This design comes from an exercise in tuning for small area and a short achievable clock period on the open sky130 flow, not from production work.
The RTL was checked by simulation tests, not by an equivalence proof against the original design.
No driver is modelled on the clock port, so clocking that relies on it looks cheaper here than on a real chip.

TR:
==> module tan_div_step, before the edit <==
module tan_div_step (
    input  wire  [7:0] rem_i,
    input  wire        bit_i,
    input  wire  [7:0] den,
    output logic       q,
    output logic [7:0] rem_o
);
    logic [9:0] diff;
    always_comb begin
        diff  = {1'b0, rem_i, bit_i} - {2'b0, den};
        q     = !diff[9];
        rem_o = diff[9] ? {rem_i[6:0], bit_i} : diff[7:0];
    end
endmodule
==> module mag_cal, before the edit <==
module mag_cal (
    input  wire         clk,
    input  wire         rst,
    input  wire         in_valid,
    input  wire  [31:0] pix,
    output logic        res_valid,
    output logic [32:0] res         
);
    localparam int SQ_SEG   = 12;   
    localparam int DINIT_SEG = 11;  
    localparam logic [16*5-1:0] DIV_END = {5'd19, 5'd16, 5'd12, 5'd8, 5'd4,
                                           5'd0, 5'd0, 5'd0, 5'd0, 5'd0, 5'd0, 5'd0, 5'd0, 5'd0, 5'd0, 5'd0};
    localparam logic [16*4-1:0] SQ_END  = {4'd13, 4'd11, 4'd8, 4'd4,
                                           4'd0, 4'd0, 4'd0, 4'd0, 4'd0, 4'd0, 4'd0, 4'd0, 4'd0, 4'd0, 4'd0, 4'd0};
    logic [15:0]        valid_sr;
    logic [31:0]        pix_q;
    logic [15:1][7:0]   a_q, b_q;
    logic [15:1]        neg_q, sat_q;
    logic [15:1][7:0]   r_q;
    logic [15:1][18:0]  q_q;
    logic [15:1][25:0]  rad_q;
    logic [15:1][13:0]  rem_q;
    logic [15:1][12:0]  root_q;
    logic [7:0]  dr  [0:18];
    logic        dq  [0:18];
    logic [12:0] sro [0:12];
    logic [13:0] sre [0:12];
    always_ff @(posedge clk) begin
        if (!rst) valid_sr <= '0;
        else      valid_sr <= {valid_sr[14:0], in_valid};
    end
    assign res_valid = valid_sr[15];
    always_ff @(posedge clk) pix_q <= pix;
    logic [7:0] av0, ah0;
    logic       neg0;
    sum_sq_diff u_diff (.pix(pix_q), .av(av0), .ah(ah0), .neg(neg0));
    always_ff @(posedge clk) begin
        a_q[1]    <= av0;
        b_q[1]    <= ah0;
        neg_q[1]  <= neg0;
        sat_q[1]  <= 1'b0;
        r_q[1]    <= '0;
        q_q[1]    <= '0;
        rad_q[1]  <= '0;
        rem_q[1]  <= '0;
        root_q[1] <= '0;
    end
    for (genvar j = 1; j < 16; j++) begin : g_seg
        localparam int D0 = DIV_END[5*(j-1) +: 5];
        localparam int D1 = DIV_END[5*j +: 5];
        localparam int S0 = SQ_END[4*(j-1) +: 4];
        localparam int S1 = SQ_END[4*j +: 4];
        logic [7:0]  a, b, beff, r0;
        logic        sat;
        logic [25:0] rad;
        logic [18:0] q_in, q_out;
        logic [7:0]  r_out;
        logic [12:0] root_out;
        logic [13:0] rem_out;
        assign a = a_q[j];
        assign b = b_q[j];
        assign beff = {b[7:1], b[0] | ~|b};
        if (j == SQ_SEG) begin : g_sq
            logic [16:0] s;
            always_comb begin
                s = '0;
                for (int i = 0; i < 8; i++) begin
                    s = s + ((a[i] ? ({9'd0, a} >> (i + 1) << 2 | 17'd1) : 17'd0) << (2 * i));
                    s = s + ((b[i] ? ({9'd0, b} >> (i + 1) << 2 | 17'd1) : 17'd0) << (2 * i));
                end
            end
            assign rad = {1'b0, s, 8'd0};
        end else begin : g_nsq
            assign rad = rad_q[j];
        end
        if (j == DINIT_SEG) begin : g_dinit
            assign sat  = ({3'd0, a[7:3]} >= b) && (a != 8'd0);
            assign r0   = {3'd0, a[7:3]};
            assign q_in = '0;
        end else begin : g_ndinit
            assign sat  = sat_q[j];
            assign r0   = r_q[j];
            assign q_in = q_q[j];
        end
        for (genvar k = D0; k < D1; k++) begin : g_div
            logic [7:0] rin;
            logic [18:0] aext;
            assign aext = {a[2:0], 16'd0};
            if (k == D0) begin : g_f
                assign rin = r0;
            end else begin : g_n
                assign rin = dr[k-1];
            end
            tan_div_step u_step (
                .rem_i (rin),
                .bit_i (aext[18-k]),
                .den   (beff),
                .q     (dq[k]),
                .rem_o (dr[k])
            );
        end
        for (genvar k = S0; k < S1; k++) begin : g_sqrt
            logic [12:0] root_in;
            logic [13:0] rem_in;
            if (k == S0) begin : g_f
                assign root_in = root_q[j];
                assign rem_in  = rem_q[j];
            end else begin : g_n
                assign root_in = sro[k-1];
                assign rem_in  = sre[k-1];
            end
            isqrt_step #(.K(k)) u_step (
                .root_i (root_in),
                .rem_i  (rem_in),
                .pair   (rad[25-2*k -: 2]),
                .root_o (sro[k]),
                .rem_o  (sre[k])
            );
        end
        always_comb begin
            q_out = q_in;
            for (int k = D0; k < D1; k++) q_out[18-k] = dq[k];
        end
        if (D1 > D0) begin : g_dr
            assign r_out = dr[D1-1];
        end else begin : g_ndr
            assign r_out = r0;
        end
        if (S1 > S0) begin : g_sr
            assign root_out = sro[S1-1];
            assign rem_out  = sre[S1-1];
        end else begin : g_nsr
            assign root_out = root_q[j];
            assign rem_out  = rem_q[j];
        end
        if (j < 15) begin : g_reg
            always_ff @(posedge clk) begin
                a_q[j+1]    <= a;
                b_q[j+1]    <= b;
                neg_q[j+1]  <= neg_q[j];
                sat_q[j+1]  <= sat;
                r_q[j+1]    <= r_out;
                q_q[j+1]    <= q_out;
                rad_q[j+1]  <= rad;
                rem_q[j+1]  <= rem_out;
                root_q[j+1] <= root_out;
            end
        end else begin : g_out
            logic [19:0] tan;
            always_comb begin
                if (sat)              tan = neg_q[j] ? 20'h80000 : 20'h7ffff;
                else if (neg_q[j])    tan = -{1'b0, q_out};
                else                  tan = {1'b0, q_out};
            end
            assign res = {root_out, tan};
        end
    end
endmodule
export LEC_CHECK = 0
export CAP_MARGIN = 20
export CORE_MARGIN = 2
export CORE_UTILIZATION = 70
export CTS_CLUSTER_DIAMETER = 80
export CTS_CLUSTER_SIZE = 30
export SLEW_MARGIN = 20
create_clock -name core_clock -period 55.0 [get_ports {clk}]
standard.sh (not shown) runs the stock make flow with config.mk's settings and CLKGATE_MAP_FILE= SYNTH_SCRIPT=/design/flow/synth_recipe.tcl, a recipe that flattens the netlist after the stock synthesis.
==> flow/flow/run.sh <==
#!/bin/bash
# Own layout flow: the standard ORFS flow, step by step, with
#  - the I/O port buffers as buf_4 cells instead of ORFS's default pick,
#  - no dummy loads in the clock tree.
# Each step's full output goes to a log file of its own in this folder.
set -uo pipefail
cd "$(dirname "$0")/.."
MARGIN=${MARGIN:-$(cat flow/margin.txt 2>/dev/null || echo 0)}
export BUFFER_PORTS_ARGS="-buffer_cell sky130_fd_sc_hd__buf_4"
export SETUP_SLACK_MARGIN=$MARGIN
bash standard.sh synth > flow_synth.log 2>&1 || { tail -50 flow_synth.log; exit 1; }
bash standard.sh floorplan > flow_floorplan.log 2>&1 || { tail -50 flow_floorplan.log; exit 1; }
bash standard.sh place > flow_place.log 2>&1 || { tail -50 flow_place.log; exit 1; }
bash standard.sh cts > flow_cts.log 2>&1 || { tail -50 flow_cts.log; exit 1; }
bash standard.sh route > flow_route.log 2>&1 || { tail -50 flow_route.log; exit 1; }
bash standard.sh finish > flow_finish.log 2>&1 || { tail -50 flow_finish.log; exit 1; }
ls -la out/
==> flow/flow/margin.txt <==
43
Here is what was changed in the inputs of MS compared with TR.
--- a/flow/design.v
+++ b/flow/design.v
@@ -53,15 +53,22 @@
     input  wire        bit_i,
     input  wire  [7:0] den,
     output logic       q,
     output logic [7:0] rem_o
 );
-    logic [9:0] diff;
+    logic [8:0] x;
+    logic [8:0] d;
+    logic [9:0] c;    
     always_comb begin
-        diff  = {1'b0, rem_i, bit_i} - {2'b0, den};
-        q     = !diff[9];
-        rem_o = diff[9] ? {rem_i[6:0], bit_i} : diff[7:0];
+        x    = {rem_i, bit_i};
+        c[0] = 1'b1;
+        for (int i = 0; i < 9; i++) begin
+            d[i]   = x[i] ^ (i < 8 ? ~den[i] : 1'b1) ^ c[i];
+            c[i+1] = (x[i] & (i < 8 ? ~den[i] : 1'b1)) | (c[i] & (x[i] ^ (i < 8 ? ~den[i] : 1'b1)));
+        end
+        q     = c[9];
+        rem_o = c[9] ? d[7:0] : x[7:0];
     end
 endmodule
 `default_nettype wire
 `default_nettype none
 module mag_cal (
@@ -71,13 +78,13 @@
     input  wire  [31:0] pix,
     output logic        res_valid,
     output logic [32:0] res         
 );
     localparam int SQ_SEG   = 12;   
-    localparam int DINIT_SEG = 11;  
-    localparam logic [16*5-1:0] DIV_END = {5'd19, 5'd16, 5'd12, 5'd8, 5'd4,
-                                           5'd0, 5'd0, 5'd0, 5'd0, 5'd0, 5'd0, 5'd0, 5'd0, 5'd0, 5'd0, 5'd0};
+    localparam int DINIT_SEG = 9;   
+    localparam logic [16*5-1:0] DIV_END = {5'd19, 5'd17, 5'd15, 5'd12, 5'd9, 5'd6, 5'd3,
+                                           5'd0, 5'd0, 5'd0, 5'd0, 5'd0, 5'd0, 5'd0, 5'd0, 5'd0};
     localparam logic [16*4-1:0] SQ_END  = {4'd13, 4'd11, 4'd8, 4'd4,
                                            4'd0, 4'd0, 4'd0, 4'd0, 4'd0, 4'd0, 4'd0, 4'd0, 4'd0, 4'd0, 4'd0, 4'd0};
     logic [15:0]        valid_sr;
     logic [31:0]        pix_q;
     logic [15:1][7:0]   a_q, b_q;
==> comparison <==
- Horizontal die dimension: MS vs TR down about 1.7%
- Fraction of the mapped netlist area in compound gates: MS lower than TR
- Utilization down 0.20 points in MS wrt TR
- MS vs TR — die area dropped about 3.4%.
- MS closes out successfully: all stages finished, all timing, DRC and antenna checks passed.
- Taking TR as the reference point, the transition time of the tightest slew-check pin of MS rises by 0.036 ns.
- Compared with TR, in MS initial detailed-routing violation count decreased by about 13% relative to the old numbers, sequential share of layout area increased by 3.4 points relative to the old numbers, cell count decreased by about 11% relative to the old numbers.


== P ==
grad_top, a different RTL version from the one above (not shown whole).
Size in the first run: about 1,100 flip-flops, about 110 I/O pins, roughly 44,000 um2 of cells after synthesis.
==> module isqrt_step, before the edit <==
module isqrt_step #(
    parameter int K = 0,
    parameter bit RIPPLE = 1'b0
) (
    input  wire  [12:0] root_i,
    input  wire  [13:0] rem_i,
    input  wire  [1:0]  pair,
    output logic [12:0] root_o,
    output logic [13:0] rem_o
);
    localparam int W = K + 3;   
    logic [15:0] cand;
    logic [15:0] trial;
    logic [16:0] diff;
    logic [16:0] c;       
    logic        ge;
    always_comb begin
        cand  = {rem_i, pair};
        trial = {1'b0, root_i, 2'b01};
        c     = '0;
        diff  = '0;
        if (RIPPLE) begin
            c[0] = 1'b1;
            for (int i = 0; i < W; i++) begin
                diff[i] = cand[i] ^ ~trial[i] ^ c[i];
                c[i+1]  = (cand[i] & ~trial[i]) | (c[i] & (cand[i] ^ ~trial[i]));
            end
            ge = c[W];
        end else begin
            diff = {1'b0, cand} - {1'b0, trial};
            ge   = !diff[16];
        end
        if (ge) begin
            root_o = {root_i[11:0], 1'b1};
            rem_o  = diff[13:0];
        end else begin
            root_o = {root_i[11:0], 1'b0};
            rem_o  = cand[13:0];
        end
        rem_o = rem_o & ((14'd1 << (K + 2)) - 14'd1);
    end
endmodule
==> module mag_cal, before the edit <==
module mag_cal (
    input  wire         clk,
    input  wire         rst,
    input  wire         in_valid,
    input  wire  [31:0] pix,
    output logic        res_valid,
    output logic [32:0] res         
);
    localparam int SQ_SEG   = 12;   
    localparam int DINIT_SEG = 9;   
    localparam logic [16*5-1:0] DIV_END = {5'd19, 5'd17, 5'd15, 5'd12, 5'd9, 5'd6, 5'd3,
                                           5'd0, 5'd0, 5'd0, 5'd0, 5'd0, 5'd0, 5'd0, 5'd0, 5'd0};
    localparam logic [16*4-1:0] SQ_END  = {4'd13, 4'd11, 4'd8, 4'd4,
                                           4'd0, 4'd0, 4'd0, 4'd0, 4'd0, 4'd0, 4'd0, 4'd0, 4'd0, 4'd0, 4'd0, 4'd0};
    localparam logic [12:0] RIPPLE_SQ = 13'b0_0100_0011_1111;
    logic [15:0]        valid_sr;
    logic [31:0]        pix_q;
    logic [15:1][7:0]   a_q, b_q;
    logic [15:1]        neg_q, sat_q;
    logic [15:1][7:0]   r_q;
    logic [15:1][18:0]  q_q;
    logic [15:1][25:0]  rad_q;
    logic [15:1][13:0]  rem_q;
    logic [15:1][12:0]  root_q;
    logic [7:0]  dr  [0:18];
    logic        dq  [0:18];
    logic [12:0] sro [0:12];
    logic [13:0] sre [0:12];
    always_ff @(posedge clk) begin
        if (!rst) valid_sr <= '0;
        else      valid_sr <= {valid_sr[14:0], in_valid};
    end
    assign res_valid = valid_sr[15];
    always_ff @(posedge clk) pix_q <= pix;
    logic [7:0] av0, ah0;
    logic       neg0;
    sum_sq_diff u_diff (.pix(pix_q), .av(av0), .ah(ah0), .neg(neg0));
    always_ff @(posedge clk) begin
        a_q[1]    <= av0;
        b_q[1]    <= ah0;
        neg_q[1]  <= neg0;
        sat_q[1]  <= 1'b0;
        r_q[1]    <= '0;
        q_q[1]    <= '0;
        rad_q[1]  <= '0;
        rem_q[1]  <= '0;
        root_q[1] <= '0;
    end
    for (genvar j = 1; j < 16; j++) begin : g_seg
        localparam int D0 = DIV_END[5*(j-1) +: 5];
        localparam int D1 = DIV_END[5*j +: 5];
        localparam int S0 = SQ_END[4*(j-1) +: 4];
        localparam int S1 = SQ_END[4*j +: 4];
        logic [7:0]  a, b, beff, r0;
        logic        sat;
        logic [25:0] rad;
        logic [18:0] q_in, q_out;
        logic [7:0]  r_out;
        logic [12:0] root_out;
        logic [13:0] rem_out;
        assign a = a_q[j];
        assign b = b_q[j];
        assign beff = {b[7:1], b[0] | ~|b};
        if (j == SQ_SEG) begin : g_sq
            logic [16:0] s;
            always_comb begin
                s = '0;
                for (int i = 0; i < 8; i++) begin
                    s = s + ((a[i] ? ({9'd0, a} >> (i + 1) << 2 | 17'd1) : 17'd0) << (2 * i));
                    s = s + ((b[i] ? ({9'd0, b} >> (i + 1) << 2 | 17'd1) : 17'd0) << (2 * i));
                end
            end
            assign rad = {1'b0, s, 8'd0};
        end else begin : g_nsq
            assign rad = rad_q[j];
        end
        if (j == DINIT_SEG) begin : g_dinit
            assign sat  = ({3'd0, a[7:3]} >= b) && (a != 8'd0);
            assign r0   = {3'd0, a[7:3]};
            assign q_in = '0;
        end else begin : g_ndinit
            assign sat  = sat_q[j];
            assign r0   = r_q[j];
            assign q_in = q_q[j];
        end
        for (genvar k = D0; k < D1; k++) begin : g_div
            logic [7:0] rin;
            logic [18:0] aext;
            assign aext = {a[2:0], 16'd0};
            if (k == D0) begin : g_f
                assign rin = r0;
            end else begin : g_n
                assign rin = dr[k-1];
            end
            tan_div_step u_step (
                .rem_i (rin),
                .bit_i (aext[18-k]),
                .den   (beff),
                .q     (dq[k]),
                .rem_o (dr[k])
            );
        end
        for (genvar k = S0; k < S1; k++) begin : g_sqrt
            logic [12:0] root_in;
            logic [13:0] rem_in;
            if (k == S0) begin : g_f
                assign root_in = root_q[j];
                assign rem_in  = rem_q[j];
            end else begin : g_n
                assign root_in = sro[k-1];
                assign rem_in  = sre[k-1];
            end
            isqrt_step #(.K(k), .RIPPLE(RIPPLE_SQ[k])) u_step (
                .root_i (root_in),
                .rem_i  (rem_in),
                .pair   (rad[25-2*k -: 2]),
                .root_o (sro[k]),
                .rem_o  (sre[k])
            );
        end
        always_comb begin
            q_out = q_in;
            for (int k = D0; k < D1; k++) q_out[18-k] = dq[k];
        end
        if (D1 > D0) begin : g_dr
            assign r_out = dr[D1-1];
        end else begin : g_ndr
            assign r_out = r0;
        end
        if (S1 > S0) begin : g_sr
            assign root_out = sro[S1-1];
            assign rem_out  = sre[S1-1];
        end else begin : g_nsr
            assign root_out = root_q[j];
            assign rem_out  = rem_q[j];
        end
        if (j < 15) begin : g_reg
            always_ff @(posedge clk) begin
                a_q[j+1]    <= a;
                b_q[j+1]    <= b;
                neg_q[j+1]  <= neg_q[j];
                sat_q[j+1]  <= sat;
                r_q[j+1]    <= r_out;
                q_q[j+1]    <= q_out;
                rad_q[j+1]  <= rad;
                rem_q[j+1]  <= rem_out;
                root_q[j+1] <= root_out;
            end
        end else begin : g_out
            logic [19:0] tan;
            always_comb begin
                if (sat)              tan = neg_q[j] ? 20'h80000 : 20'h7ffff;
                else if (neg_q[j])    tan = -{1'b0, q_out};
                else                  tan = {1'b0, q_out};
            end
            assign res = {root_out, tan};
        end
    end
endmodule
export LEC_CHECK = 0
export CAP_MARGIN = 20
export CORE_MARGIN = 2
export CORE_UTILIZATION = 80
export CTS_CLUSTER_DIAMETER = 80
export CTS_CLUSTER_SIZE = 30
export SLEW_MARGIN = 20
create_clock -name core_clock -period 55.0 [get_ports {clk}]
==> flow/flow/run.sh <==
#!/bin/bash
# Own layout flow: the standard ORFS flow (standard.sh), step by step,
# with three changes to how the layout is made, none to what is measured:
#  - the I/O port buffers are given as a fixed cell (PORT_BUF) instead of
#    ORFS's default pick (a slow delay buffer),
#  - timing repair aims at a setup margin (MARGIN ns) so that the achieved
#    period, not only the 55 ns constraint, is optimised,
#  - optional extra clock_tree_synthesis arguments (CTS_EXTRA).
# The synthesis is the standard one, unchanged. Each step's full output goes
# to a log file of its own in this folder.
set -uo pipefail
cd "$(dirname "$0")/.."
MARGIN=43
PORT_BUF=sky130_fd_sc_hd__buf_4
CTS_EXTRA=""
[ -f flow/settings.sh ] && source flow/settings.sh
export BUFFER_PORTS_ARGS="-buffer_cell $PORT_BUF"
export SETUP_SLACK_MARGIN=$MARGIN
if [ -n "$CTS_EXTRA" ]; then
  export CTS_ARGS="-sink_clustering_enable -repair_clock_nets $CTS_EXTRA"
fi
for step in synth floorplan place cts route finish; do
  bash standard.sh $step > flow_$step.log 2>&1 || { tail -50 flow_$step.log; exit 1; }
done
ls -la out/
==> flow/flow/settings.sh <==
MARGIN=43
PORT_BUF=sky130_fd_sc_hd__buf_2
CTS_EXTRA="-sink_clustering_size 30 -sink_clustering_max_diameter 80 -dont_use_dummy_load"
Setup changes, P to Q
--- a/flow/design.v
+++ b/flow/design.v
@@ -21,8 +21,7 @@
 `default_nettype wire
 `default_nettype none
 module isqrt_step #(
-    parameter int K = 0,
-    parameter bit RIPPLE = 1'b0
+    parameter int K = 0
 ) (
     input  wire  [12:0] root_i,
     input  wire  [13:0] rem_i,
@@ -30,29 +29,14 @@
     output logic [12:0] root_o,
     output logic [13:0] rem_o
 );
-    localparam int W = K + 3;   
     logic [15:0] cand;
     logic [15:0] trial;
     logic [16:0] diff;
-    logic [16:0] c;       
-    logic        ge;
     always_comb begin
         cand  = {rem_i, pair};
         trial = {1'b0, root_i, 2'b01};
-        c     = '0;
-        diff  = '0;
-        if (RIPPLE) begin
-            c[0] = 1'b1;
-            for (int i = 0; i < W; i++) begin
-                diff[i] = cand[i] ^ ~trial[i] ^ c[i];
-                c[i+1]  = (cand[i] & ~trial[i]) | (c[i] & (cand[i] ^ ~trial[i]));
-            end
-            ge = c[W];
-        end else begin
-            diff = {1'b0, cand} - {1'b0, trial};
-            ge   = !diff[16];
-        end
-        if (ge) begin
+        diff  = {1'b0, cand} - {1'b0, trial};
+        if (!diff[16]) begin
             root_o = {root_i[11:0], 1'b1};
             rem_o  = diff[13:0];
         end else begin
@@ -101,7 +85,6 @@
                                            5'd0, 5'd0, 5'd0, 5'd0, 5'd0, 5'd0, 5'd0, 5'd0, 5'd0};
     localparam logic [16*4-1:0] SQ_END  = {4'd13, 4'd11, 4'd8, 4'd4,
                                            4'd0, 4'd0, 4'd0, 4'd0, 4'd0, 4'd0, 4'd0, 4'd0, 4'd0, 4'd0, 4'd0, 4'd0};
-    localparam logic [12:0] RIPPLE_SQ = 13'b0_0100_0011_1111;
     logic [15:0]        valid_sr;
     logic [31:0]        pix_q;
     logic [15:1][7:0]   a_q, b_q;
@@ -199,7 +182,7 @@
                 assign root_in = sro[k-1];
                 assign rem_in  = sre[k-1];
             end
-            isqrt_step #(.K(k), .RIPPLE(RIPPLE_SQ[k])) u_step (
+            isqrt_step #(.K(k)) u_step (
                 .root_i (root_in),
                 .rem_i  (rem_in),
                 .pair   (rad[25-2*k -: 2]),
--- outcome ---
- No stage failed in Q, and the final checks on the layout all came back clean.
- As of Q, final RePlAce weighted congestion had fallen by a few percent compared to P.
- Hold slack: Q and P compared, lower one is P
- From P to Q the numbers moved as follows: total of endpoints with negative setup slack in the final report now sits at about the same level.
- Delta(via count of the first global-routing pass, Q - P) > 0
- Q packs its core looser than P.

port drivers added, routing unchanged:
Ports are ideal in the flow. The routed layouts listed here were re-timed in OpenROAD. Step 1 assumes that a clkbuf_16 drives the clock port and a buf_2 every other input. Step 2 also shifts input and output timing later by t, the mid clock arrival at the registers, as if the neighbouring blocks saw the same clock. Slacks: ideal / step 1 / step 2; pairs: ideal / step 1.
| run | t, ns | setup WS [ns] | worst setup path at the end | worst data-port slew with drivers (ns) |
|---|---|---|---|---|
| TR | 0.683 | 42.909 / 42.842 / 42.478 | input to register | 0.04 |
| MS | 0.682 | 42.911 / 42.850 / 42.687 | input to register | 0.05 |
| P | 0.663 | 42.913 / 42.850 / 42.674 | input to register | 0.04 |
| Q | 0.654 | 42.913 / 42.851 / 42.571 | input to register | 0.04 |
After both steps every run listed still meets setup and hold. For TR, which loses most, drivers alone change the setup slack by -0.067 ns; drivers and shift together by -0.431 ns.
